Context: an optimization exercise on an open-source flow, tuned for small area, a short achievable clock period and few clock cycles per item. The choices shown serve that exercise and are no tape-out recipe.
RTL that was checked went through simulation tests only; none was proved equivalent to the original.
Power is estimated from default activity; no workload was simulated.

## job 101
Design deq_top, start of the top module:
module deq_top (
	input  logic        clk,
	input  logic        arst_n,
	input  logic        cmd_valid,
	output logic        cmd_stall,
	input  logic [34:0] cmd_item,
	output logic        res_valid,
	input  logic        res_stall,
	output logic [39:0] res_item
);
For scale: about 600 flip-flops, ~81 I/O pins.
==> module deq_ctrl, before the edit <==
module deq_ctrl #(
	parameter int DEPTH = 16
) (
	input  logic                        clk,
	input  logic                        arst_n,
	input  logic                        cmd_valid,
	output logic                        cmd_stall,
	input  deq_pkg::in_item_t           cmd_item,
	output logic                        res_valid,
	input  logic                        res_stall,
	output deq_pkg::out_item_t          res_item,
	output logic [DEPTH-1:0]            ram_we,
	output logic [DEPTH-1:0]            ram_rsel,
	input  logic [deq_pkg::VALUE_W-1:0] ram_rdata
);
	logic [3:0]       front_q, back_q;
	logic [3:0]       front_m1_q, back_m1_q;    
	logic [4:0]       cnt_q;
	logic             empty_q, full_q;
	logic             s1_v, s1_v_d;
	logic [DEPTH-1:0] s1_rsel;
	logic [1:0]       s1_status;
	logic             s1_last, s1_last_d;
	logic [3:0]       s1_left;
	logic                        o_v, o_v_d;
	logic [deq_pkg::VALUE_W-1:0] o_val;
	logic [1:0]                  o_status;
	logic                        o_last;
	logic [4:0]                  o_fill;
	logic             hold_q, pend_q;
	logic             blocked, s1_adv, accept;
	logic             is_pushb, is_pushf, is_popf, is_popb, is_dump, is_used;
	logic [DEPTH-1:0] oh_front, oh_front_m1, oh_back, oh_back_m1;
	always_comb begin
		for (int i = 0; i < DEPTH; i++) begin
			oh_front[i]    = (front_q == i[3:0]);
			oh_front_m1[i] = (front_m1_q == i[3:0]);
			oh_back[i]     = (back_q == i[3:0]);
			oh_back_m1[i]  = (back_m1_q == i[3:0]);
		end
	end
	assign is_pushb = (cmd_item.cmd == deq_pkg::CMD_PUSH_BACK);
	assign is_pushf = (cmd_item.cmd == deq_pkg::CMD_PUSH_FRONT);
	assign is_popf  = (cmd_item.cmd == deq_pkg::CMD_POP_FRONT);
	assign is_popb  = (cmd_item.cmd == deq_pkg::CMD_POP_BACK);
	assign is_dump  = (cmd_item.cmd == deq_pkg::CMD_DUMP);
	assign is_used  = is_pushb || is_pushf || is_popf || is_popb || is_dump;
	assign blocked   = pend_q && res_stall;
	assign s1_adv    = s1_v && !blocked;
	assign cmd_stall = hold_q || blocked;
	assign accept    = cmd_valid && !cmd_stall;
	assign ram_we   = (oh_back | oh_front_m1) & {DEPTH{!full_q && !blocked}};
	assign ram_rsel = s1_rsel;
	assign res_valid            = o_v;
	assign res_item.out_value   = o_val;
	assign res_item.status      = o_status;
	assign res_item.last_of_run = o_last;
	assign res_item.fill_count  = o_fill;
	always_comb begin
		o_v_d     = s1_v || (o_v && res_stall);
		s1_v_d    = s1_v;
		s1_last_d = s1_last;
		if (accept) begin
			s1_v_d    = is_used;
			s1_last_d = !(is_dump && !empty_q && cnt_q != 5'd1);
		end else if (s1_adv) begin
			s1_v_d    = !s1_last;
			s1_last_d = (s1_left == 4'd1);
		end
	end
	always_ff @(posedge clk or negedge arst_n) begin
		if (!arst_n) begin
			front_q    <= '0;
			back_q     <= '0;
			front_m1_q <= 4'd15;
			back_m1_q  <= 4'd15;
			cnt_q      <= '0;
			empty_q    <= 1'b1;
			full_q     <= 1'b0;
			s1_v       <= 1'b0;
			o_v        <= 1'b0;
			hold_q     <= 1'b0;
			pend_q     <= 1'b0;
		end else begin
			s1_v   <= s1_v_d;
			o_v    <= o_v_d;
			hold_q <= s1_v_d && !s1_last_d;
			pend_q <= s1_v_d && o_v_d;
			if (accept) begin
				if (is_pushb && !full_q) begin
					back_q    <= back_q + 4'd1;
					back_m1_q <= back_q;
				end
				if (is_pushf && !full_q) begin
					front_q    <= front_m1_q;
					front_m1_q <= front_m1_q - 4'd1;
				end
				if (is_popf && !empty_q) begin
					front_q    <= front_q + 4'd1;
					front_m1_q <= front_q;
				end
				if (is_popb && !empty_q) begin
					back_q    <= back_m1_q;
					back_m1_q <= back_m1_q - 4'd1;
				end
				if ((is_pushb || is_pushf) && !full_q) begin
					cnt_q   <= cnt_q + 5'd1;
					empty_q <= 1'b0;
					full_q  <= (cnt_q == 5'd15);
				end
				if ((is_popf || is_popb) && !empty_q) begin
					cnt_q   <= cnt_q - 5'd1;
					empty_q <= (cnt_q == 5'd1);
					full_q  <= 1'b0;
				end
			end
		end
	end
	always_ff @(posedge clk) begin
		s1_last <= s1_last_d;
		if (accept) begin
			s1_rsel   <= '0;
			s1_status <= deq_pkg::STAT_OK;
			s1_left   <= cnt_q[3:0] - 4'd1;
			if ((is_pushb || is_pushf) && full_q) s1_status <= deq_pkg::STAT_FULL;
			if ((is_popf || is_popb || is_dump) && empty_q) s1_status <= deq_pkg::STAT_EMPTY;
			if ((is_popf || is_dump) && !empty_q) s1_rsel <= oh_front;
			if (is_popb && !empty_q) s1_rsel <= oh_back_m1;
		end else if (s1_adv) begin
			s1_rsel <= {s1_rsel[DEPTH-2:0], s1_rsel[DEPTH-1]};
			s1_left <= s1_left - 4'd1;
		end
	end
	always_ff @(posedge clk) begin
		if (s1_adv) begin
			o_val    <= ram_rdata;
			o_status <= s1_status;
			o_last   <= s1_last;
			o_fill   <= cnt_q;
		end
	end
endmodule
==> flow/config.mk <==
export PLATFORM = sky130hd
export DESIGN_NAME = deq_top
export DESIGN_NICKNAME = deq_top
export VERILOG_FILES = /design/flow/design.v
export SDC_FILE = /design/flow/constraint.sdc
export NUM_CORES = 4
export LEC_CHECK = 0
export CAP_MARGIN = 20
export CORE_MARGIN = 2
export CORE_UTILIZATION = 40
export SETUP_SLACK_MARGIN = 2.0
export SLEW_MARGIN = 20
==> flow/constraint.sdc <==
create_clock -name core_clock -period 4.0 [get_ports {clk}]
set_input_delay 0.8000 -clock core_clock [delete_from_list [all_inputs] [get_ports {clk}]]
set_output_delay 0.8000 -clock core_clock [all_outputs]
set_load 0.01 [all_outputs]
run.sh (not shown) runs the stock make flow with config.mk's settings and CLKGATE_MAP_FILE= SYNTH_SCRIPT=/design/flow/synth_recipe.tcl, a recipe that flattens the netlist after the stock synthesis.
### job 101 -> job 102
--- a/flow/design.v
+++ b/flow/design.v
@@ -72,11 +72,11 @@
 	logic                        o_v, o_v_d;
 	logic [deq_pkg::VALUE_W-1:0] o_val;
 	logic [1:0]                  o_status;
 	logic                        o_last;
 	logic [4:0]                  o_fill;
-	logic             hold_q, pend_q;
+	logic             hold_q, pend_q, lastp_q;
 	logic             blocked, s1_adv, accept;
 	logic             is_pushb, is_pushf, is_popf, is_popb, is_dump, is_used;
 	logic [DEPTH-1:0] oh_front, oh_front_m1, oh_back, oh_back_m1;
 	always_comb begin
 		for (int i = 0; i < DEPTH; i++) begin
@@ -92,11 +92,11 @@
 	assign is_popb  = (cmd_item.cmd == deq_pkg::CMD_POP_BACK);
 	assign is_dump  = (cmd_item.cmd == deq_pkg::CMD_DUMP);
 	assign is_used  = is_pushb || is_pushf || is_popf || is_popb || is_dump;
 	assign blocked   = pend_q && res_stall;
 	assign s1_adv    = s1_v && !blocked;
-	assign cmd_stall = hold_q || blocked;
+	assign cmd_stall = hold_q || (lastp_q && res_stall);
 	assign accept    = cmd_valid && !cmd_stall;
 	assign ram_we   = (oh_back | oh_front_m1) & {DEPTH{!full_q && !blocked}};
 	assign ram_rsel = s1_rsel;
 	assign res_valid            = o_v;
 	assign res_item.out_value   = o_val;
@@ -126,15 +126,17 @@
 			full_q     <= 1'b0;
 			s1_v       <= 1'b0;
 			o_v        <= 1'b0;
 			hold_q     <= 1'b0;
 			pend_q     <= 1'b0;
+			lastp_q    <= 1'b0;
 		end else begin
 			s1_v   <= s1_v_d;
 			o_v    <= o_v_d;
 			hold_q <= s1_v_d && !s1_last_d;
 			pend_q <= s1_v_d && o_v_d;
+			lastp_q <= s1_v_d && o_v_d && s1_last_d;
 			if (accept) begin
 				if (is_pushb && !full_q) begin
 					back_q    <= back_q + 4'd1;
 					back_m1_q <= back_q;
 				end
--- outcome ---
Job 102: no failed stages, no open violations at the end. | inverter count of the layout excluding clock inverters | job 102 vs job 101 | 2 higher |. Re buffer and inverter count on the worst path: no difference whatsoever between job 101 and job 102. For area after detailed placement, job 101 and job 102 come out practically identical. Job 102 against job 101: proportion of register bits with asynchronous set or reset after synthesis rose 0.16 points; overall die height about even; number of remaining DRC errors about even; sequential portion of the cell area about even; clock insertion delay at the later pin of the skew report about even. When job 102 is set beside job 101, its met2 track utilization from global routing turns out to be 0.56 points smaller. Taking job 101 as the reference point, the routed length on met2 of job 102 falls by about 3%. Taking job 101 as the reference, in job 102 final setup slack of the worst path went up; share of power burned in the clock network went up; final sequential cell count did not really move.
Testbench counts of job 102, summed over its fixed seeds: cycles 38,109, items 24,000.
Only the layout flow was run in job 101; the RTL was not checked for function there.

* * *

The RTL this note starts from:
==> flow/design.v <==
package deq_pkg;
	localparam logic [2:0] CMD_PUSH_BACK  = 3'd0;
	localparam logic [2:0] CMD_PUSH_FRONT = 3'd1;
	localparam logic [2:0] CMD_POP_FRONT  = 3'd2;
	localparam logic [2:0] CMD_POP_BACK   = 3'd3;
	localparam logic [2:0] CMD_DUMP       = 3'd4;
	localparam logic [1:0] STAT_OK    = 2'd0;
	localparam logic [1:0] STAT_FULL  = 2'd1;
	localparam logic [1:0] STAT_EMPTY = 2'd2;
	localparam int VALUE_W = 32;
	typedef logic [4:0] fill_t;
	typedef struct packed {
		logic [2:0]                cmd;
		logic signed [VALUE_W-1:0] item_value;
	} in_item_t;
	typedef struct packed {
		logic signed [VALUE_W-1:0] out_value;
		logic [1:0]                status;
		logic                      last_of_run;
		fill_t                     fill_count;
	} out_item_t;
endpackage
module deq_ram #(
	parameter int WIDTH = 32,
	parameter int DEPTH = 16
) (
	input  logic             clk,
	input  logic [DEPTH-1:0] we,
	input  logic [WIDTH-1:0] wdata,
	input  logic [DEPTH-1:0] rsel,
	output logic [WIDTH-1:0] rdata
);
	logic [WIDTH-1:0] mem_q [DEPTH];
	always_ff @(posedge clk) begin
		for (int i = 0; i < DEPTH; i++) begin
			if (we[i]) begin
				mem_q[i] <= wdata;
			end
		end
	end
	always_comb begin
		rdata = '0;
		for (int i = 0; i < DEPTH; i++) begin
			rdata = rdata | (mem_q[i] & {WIDTH{rsel[i]}});
		end
	end
endmodule
module deq_ctrl #(
	parameter int DEPTH = 16
) (
	input  logic                        clk,
	input  logic                        arst_n,
	input  logic                        cmd_valid,
	output logic                        cmd_stall,
	input  deq_pkg::in_item_t           cmd_item,
	output logic                        res_valid,
	input  logic                        res_stall,
	output deq_pkg::out_item_t          res_item,
	output logic [DEPTH-1:0]            ram_we,
	output logic [DEPTH-1:0]            ram_rsel,
	input  logic [deq_pkg::VALUE_W-1:0] ram_rdata
);
	logic [3:0]       front_q, back_q;
	logic [4:0]       cnt;         
	logic [3:0]       span;
	logic             empty_q, full_q;
	logic             s1_v, s1_v_d;
	logic [DEPTH-1:0] s1_rsel;
	logic [1:0]       s1_status;
	logic             s1_last, s1_last_d;
	logic             s1_next_last;
	logic                        o_v, o_v_d;
	logic [deq_pkg::VALUE_W-1:0] o_val;
	logic [1:0]                  o_status;
	logic                        o_last;
	logic [4:0]                  o_fill;
	logic             hold_q, pend_q, lastp_q;
	logic             blocked, s1_adv, accept;
	logic             is_pushb, is_pushf, is_popf, is_popb, is_dump, is_used;
	logic [DEPTH-1:0] oh_front, oh_front_m1, oh_back, oh_back_m1;
	always_comb begin
		for (int i = 0; i < DEPTH; i++) begin
			oh_front[i] = (front_q == i[3:0]);
			oh_back[i]  = (back_q == i[3:0]);
		end
	end
	assign span = back_q - front_q;
	assign cnt  = {full_q, span};
	assign oh_front_m1 = {oh_front[0], oh_front[DEPTH-1:1]};
	assign oh_back_m1  = {oh_back[0], oh_back[DEPTH-1:1]};
	assign is_pushb = (cmd_item.cmd == deq_pkg::CMD_PUSH_BACK);
	assign is_pushf = (cmd_item.cmd == deq_pkg::CMD_PUSH_FRONT);
	assign is_popf  = (cmd_item.cmd == deq_pkg::CMD_POP_FRONT);
	assign is_popb  = (cmd_item.cmd == deq_pkg::CMD_POP_BACK);
	assign is_dump  = (cmd_item.cmd == deq_pkg::CMD_DUMP);
	assign is_used  = is_pushb || is_pushf || is_popf || is_popb || is_dump;
	assign blocked   = pend_q && res_stall;
	assign s1_adv    = s1_v && !blocked;
	assign cmd_stall = hold_q || (lastp_q && res_stall);
	assign accept    = cmd_valid && !cmd_stall;
	assign ram_we   = (oh_back | oh_front_m1) & {DEPTH{!full_q && !blocked}};
	assign ram_rsel = s1_rsel;
	assign res_valid            = o_v;
	assign res_item.out_value   = o_val;
	assign res_item.status      = o_status;
	assign res_item.last_of_run = o_last;
	assign res_item.fill_count  = o_fill;
	assign s1_next_last = |({s1_rsel[DEPTH-2:0], s1_rsel[DEPTH-1]} & oh_back_m1);
	always_comb begin
		o_v_d     = s1_v || (o_v && res_stall);
		s1_v_d    = s1_v;
		s1_last_d = s1_last;
		if (accept) begin
			s1_v_d    = is_used;
			s1_last_d = !(is_dump && !empty_q && cnt != 5'd1);
		end else if (s1_adv) begin
			s1_v_d    = !s1_last;
			s1_last_d = s1_next_last;
		end
	end
	always_ff @(posedge clk or negedge arst_n) begin
		if (!arst_n) begin
			front_q    <= '0;
			back_q     <= '0;
			empty_q    <= 1'b1;
			full_q     <= 1'b0;
			s1_v       <= 1'b0;
			o_v        <= 1'b0;
			hold_q     <= 1'b0;
			pend_q     <= 1'b0;
			lastp_q    <= 1'b0;
		end else begin
			s1_v   <= s1_v_d;
			o_v    <= o_v_d;
			hold_q <= s1_v_d && !s1_last_d;
			pend_q <= s1_v_d && o_v_d;
			lastp_q <= s1_v_d && o_v_d && s1_last_d;
			if (accept) begin
				if (is_pushb && !full_q) begin
					back_q <= back_q + 4'd1;
				end
				if (is_pushf && !full_q) begin
					front_q <= front_q - 4'd1;
				end
				if (is_popf && !empty_q) begin
					front_q <= front_q + 4'd1;
				end
				if (is_popb && !empty_q) begin
					back_q <= back_q - 4'd1;
				end
				if ((is_pushb || is_pushf) && !full_q) begin
					empty_q <= 1'b0;
					full_q  <= (cnt == 5'd15);
				end
				if ((is_popf || is_popb) && !empty_q) begin
					empty_q <= (cnt == 5'd1);
					full_q  <= 1'b0;
				end
			end
		end
	end
	always_ff @(posedge clk) begin
		s1_last <= s1_last_d;
		if (accept) begin
			s1_rsel   <= '0;
			s1_status <= deq_pkg::STAT_OK;
			if ((is_pushb || is_pushf) && full_q) s1_status <= deq_pkg::STAT_FULL;
			if ((is_popf || is_popb || is_dump) && empty_q) s1_status <= deq_pkg::STAT_EMPTY;
			if ((is_popf || is_dump) && !empty_q) s1_rsel <= oh_front;
			if (is_popb && !empty_q) s1_rsel <= oh_back_m1;
		end else if (s1_adv) begin
			s1_rsel <= {s1_rsel[DEPTH-2:0], s1_rsel[DEPTH-1]};
		end
	end
	always_ff @(posedge clk) begin
		if (s1_adv) begin
			o_val    <= ram_rdata;
			o_status <= s1_status;
			o_last   <= s1_last;
			o_fill   <= cnt;
		end
	end
endmodule
module double_ended_queue_core #(
	parameter int DEPTH = 16
) (
	input  logic               clk,
	input  logic               arst_n,
	input  logic               cmd_valid,
	output logic               cmd_stall,
	input  deq_pkg::in_item_t  cmd_item,
	output logic               res_valid,
	input  logic               res_stall,
	output deq_pkg::out_item_t res_item
);
	logic [DEPTH-1:0]            ram_we;
	logic [DEPTH-1:0]            ram_rsel;
	logic [deq_pkg::VALUE_W-1:0] ram_rdata;
	deq_ctrl #(
		.DEPTH (DEPTH)
	) u_ctrl (
		.clk       (clk),
		.arst_n    (arst_n),
		.cmd_valid (cmd_valid),
		.cmd_stall (cmd_stall),
		.cmd_item  (cmd_item),
		.res_valid (res_valid),
		.res_stall (res_stall),
		.res_item  (res_item),
		.ram_we    (ram_we),
		.ram_rsel  (ram_rsel),
		.ram_rdata (ram_rdata)
	);
	deq_ram #(
		.WIDTH (deq_pkg::VALUE_W),
		.DEPTH (DEPTH)
	) u_ram (
		.clk   (clk),
		.we    (ram_we),
		.wdata (cmd_item.item_value),
		.rsel  (ram_rsel),
		.rdata (ram_rdata)
	);
endmodule
module deq_top (
	input  logic        clk,
	input  logic        arst_n,
	input  logic        cmd_valid,
	output logic        cmd_stall,
	input  logic [34:0] cmd_item,
	output logic        res_valid,
	input  logic        res_stall,
	output logic [39:0] res_item
);
	deq_pkg::in_item_t  cmd_s;
	deq_pkg::out_item_t res_s;
	assign cmd_s    = cmd_item;
	assign res_item = res_s;
	double_ended_queue_core #(
		.DEPTH (16)
	) u_core (
		.clk       (clk),
		.arst_n    (arst_n),
		.cmd_valid (cmd_valid),
		.cmd_stall (cmd_stall),
		.cmd_item  (cmd_s),
		.res_valid (res_valid),
		.res_stall (res_stall),
		.res_item  (res_s)
	);
endmodule
export LEC_CHECK = 0
export CAP_MARGIN = 20
export CORE_MARGIN = 2
export CORE_UTILIZATION = 40
export CTS_CLUSTER_DIAMETER = 100
export CTS_CLUSTER_SIZE = 20
export SETUP_SLACK_MARGIN = 2.2
export SLEW_MARGIN = 20
export TNS_END_PERCENT = 0
create_clock -name core_clock -period 4.0 [get_ports {clk}]
Testbench counts at the start, summed over its fixed seeds: cycles 38,109, items 24,000.
Next try:
--- a/flow/design.v
+++ b/flow/design.v
@@ -60,16 +60,16 @@
 	output logic [DEPTH-1:0]            ram_rsel,
 	input  logic [deq_pkg::VALUE_W-1:0] ram_rdata
 );
 	logic [3:0]       front_q, back_q;
-	logic [4:0]       cnt;         
-	logic [3:0]       span;
+	logic [3:0]       front_m1_q, back_m1_q;    
+	logic [4:0]       cnt_q;
 	logic             empty_q, full_q;
 	logic             s1_v, s1_v_d;
 	logic [DEPTH-1:0] s1_rsel;
 	logic [1:0]       s1_status;
 	logic             s1_last, s1_last_d;
-	logic             s1_next_last;
+	logic [3:0]       s1_left;
 	logic                        o_v, o_v_d;
 	logic [deq_pkg::VALUE_W-1:0] o_val;
 	logic [1:0]                  o_status;
 	logic                        o_last;
@@ -79,16 +79,14 @@
 	logic             is_pushb, is_pushf, is_popf, is_popb, is_dump, is_used;
 	logic [DEPTH-1:0] oh_front, oh_front_m1, oh_back, oh_back_m1;
 	always_comb begin
 		for (int i = 0; i < DEPTH; i++) begin
-			oh_front[i] = (front_q == i[3:0]);
-			oh_back[i]  = (back_q == i[3:0]);
-		end
-	end
-	assign span = back_q - front_q;
-	assign cnt  = {full_q, span};
-	assign oh_front_m1 = {oh_front[0], oh_front[DEPTH-1:1]};
-	assign oh_back_m1  = {oh_back[0], oh_back[DEPTH-1:1]};
+			oh_front[i]    = (front_q == i[3:0]);
+			oh_front_m1[i] = (front_m1_q == i[3:0]);
+			oh_back[i]     = (back_q == i[3:0]);
+			oh_back_m1[i]  = (back_m1_q == i[3:0]);
+		end
+	end
 	assign is_pushb = (cmd_item.cmd == deq_pkg::CMD_PUSH_BACK);
 	assign is_pushf = (cmd_item.cmd == deq_pkg::CMD_PUSH_FRONT);
 	assign is_popf  = (cmd_item.cmd == deq_pkg::CMD_POP_FRONT);
 	assign is_popb  = (cmd_item.cmd == deq_pkg::CMD_POP_BACK);
@@ -104,25 +102,27 @@
 	assign res_item.out_value   = o_val;
 	assign res_item.status      = o_status;
 	assign res_item.last_of_run = o_last;
 	assign res_item.fill_count  = o_fill;
-	assign s1_next_last = |({s1_rsel[DEPTH-2:0], s1_rsel[DEPTH-1]} & oh_back_m1);
 	always_comb begin
 		o_v_d     = s1_v || (o_v && res_stall);
 		s1_v_d    = s1_v;
 		s1_last_d = s1_last;
 		if (accept) begin
 			s1_v_d    = is_used;
-			s1_last_d = !(is_dump && !empty_q && cnt != 5'd1);
+			s1_last_d = !(is_dump && !empty_q && cnt_q != 5'd1);
 		end else if (s1_adv) begin
 			s1_v_d    = !s1_last;
-			s1_last_d = s1_next_last;
+			s1_last_d = (s1_left == 4'd1);
 		end
 	end
 	always_ff @(posedge clk or negedge arst_n) begin
 		if (!arst_n) begin
 			front_q    <= '0;
 			back_q     <= '0;
+			front_m1_q <= 4'd15;
+			back_m1_q  <= 4'd15;
+			cnt_q      <= '0;
 			empty_q    <= 1'b1;
 			full_q     <= 1'b0;
 			s1_v       <= 1'b0;
 			o_v        <= 1'b0;
@@ -136,25 +136,31 @@
 			pend_q <= s1_v_d && o_v_d;
 			lastp_q <= s1_v_d && o_v_d && s1_last_d;
 			if (accept) begin
 				if (is_pushb && !full_q) begin
-					back_q <= back_q + 4'd1;
+					back_q    <= back_q + 4'd1;
+					back_m1_q <= back_q;
 				end
 				if (is_pushf && !full_q) begin
-					front_q <= front_q - 4'd1;
+					front_q    <= front_m1_q;
+					front_m1_q <= front_m1_q - 4'd1;
 				end
 				if (is_popf && !empty_q) begin
-					front_q <= front_q + 4'd1;
+					front_q    <= front_q + 4'd1;
+					front_m1_q <= front_q;
 				end
 				if (is_popb && !empty_q) begin
-					back_q <= back_q - 4'd1;
+					back_q    <= back_m1_q;
+					back_m1_q <= back_m1_q - 4'd1;
 				end
 				if ((is_pushb || is_pushf) && !full_q) begin
+					cnt_q   <= cnt_q + 5'd1;
 					empty_q <= 1'b0;
-					full_q  <= (cnt == 5'd15);
+					full_q  <= (cnt_q == 5'd15);
 				end
 				if ((is_popf || is_popb) && !empty_q) begin
-					empty_q <= (cnt == 5'd1);
+					cnt_q   <= cnt_q - 5'd1;
+					empty_q <= (cnt_q == 5'd1);
 					full_q  <= 1'b0;
 				end
 			end
 		end
@@ -163,22 +169,24 @@
 		s1_last <= s1_last_d;
 		if (accept) begin
 			s1_rsel   <= '0;
 			s1_status <= deq_pkg::STAT_OK;
+			s1_left   <= cnt_q[3:0] - 4'd1;
 			if ((is_pushb || is_pushf) && full_q) s1_status <= deq_pkg::STAT_FULL;
 			if ((is_popf || is_popb || is_dump) && empty_q) s1_status <= deq_pkg::STAT_EMPTY;
 			if ((is_popf || is_dump) && !empty_q) s1_rsel <= oh_front;
 			if (is_popb && !empty_q) s1_rsel <= oh_back_m1;
 		end else if (s1_adv) begin
 			s1_rsel <= {s1_rsel[DEPTH-2:0], s1_rsel[DEPTH-1]};
+			s1_left <= s1_left - 4'd1;
 		end
 	end
 	always_ff @(posedge clk) begin
 		if (s1_adv) begin
 			o_val    <= ram_rdata;
 			o_status <= s1_status;
 			o_last   <= s1_last;
-			o_fill   <= cnt;
+			o_fill   <= cnt_q;
 		end
 	end
 endmodule
 module double_ended_queue_core #(
=> Worst setup slack gains 0.068 ns; combinational power falls by roughly a tenth; via count increases by a few percent; cell area rises by a few percent; sequential power went up by a few percent; count of clock-buffer cells in the layout came out higher by 3; register-to-register slack gets better by 0.02 ns; power shrinks slightly; die area went up by a few percent; core utilization drops by 0.67 points.
Testbench counts after the change, summed over its fixed seeds: cycles 38,109, items 24,000.

-- afterwards: timing with drivers on the ports --
The flow's constraints put no driver on any port. The routed layouts listed below were extracted and timed again, unchanged, in two steps. Step 1 sets driving cells, clkbuf_16 on the clock port and buf_2 on the other inputs (assumed; they add their load-dependent delay and slew). Step 2 times the ports against the registers' clock, not the clock port: input delays grow and output delays shrink by t, the midpoint of the rising clock arrivals with the driver on. Slacks: ideal ports / drivers / drivers and shift; pairs: ideal ports / drivers.
run	shift t [ns]	setup WS [ns]	latest minus earliest clock arrival (ns)
job 101	0.665	1.848 / 1.793 / 1.428	0.024 / 0.025
job 102	0.676	1.881 / 1.821 / 1.396	0.038 / 0.038
the first run of note 2	0.629	1.845 / 1.826 / 1.244	0.028 / 0.029
the second run of note 2	0.625	1.913 / 1.864 / 1.356	0.026 / 0.025
After both steps setup and hold are still met in every run listed. The setup slack of the first run of note 2, which loses most, moves by -0.019 ns with the drivers and by -0.601 ns with both steps.
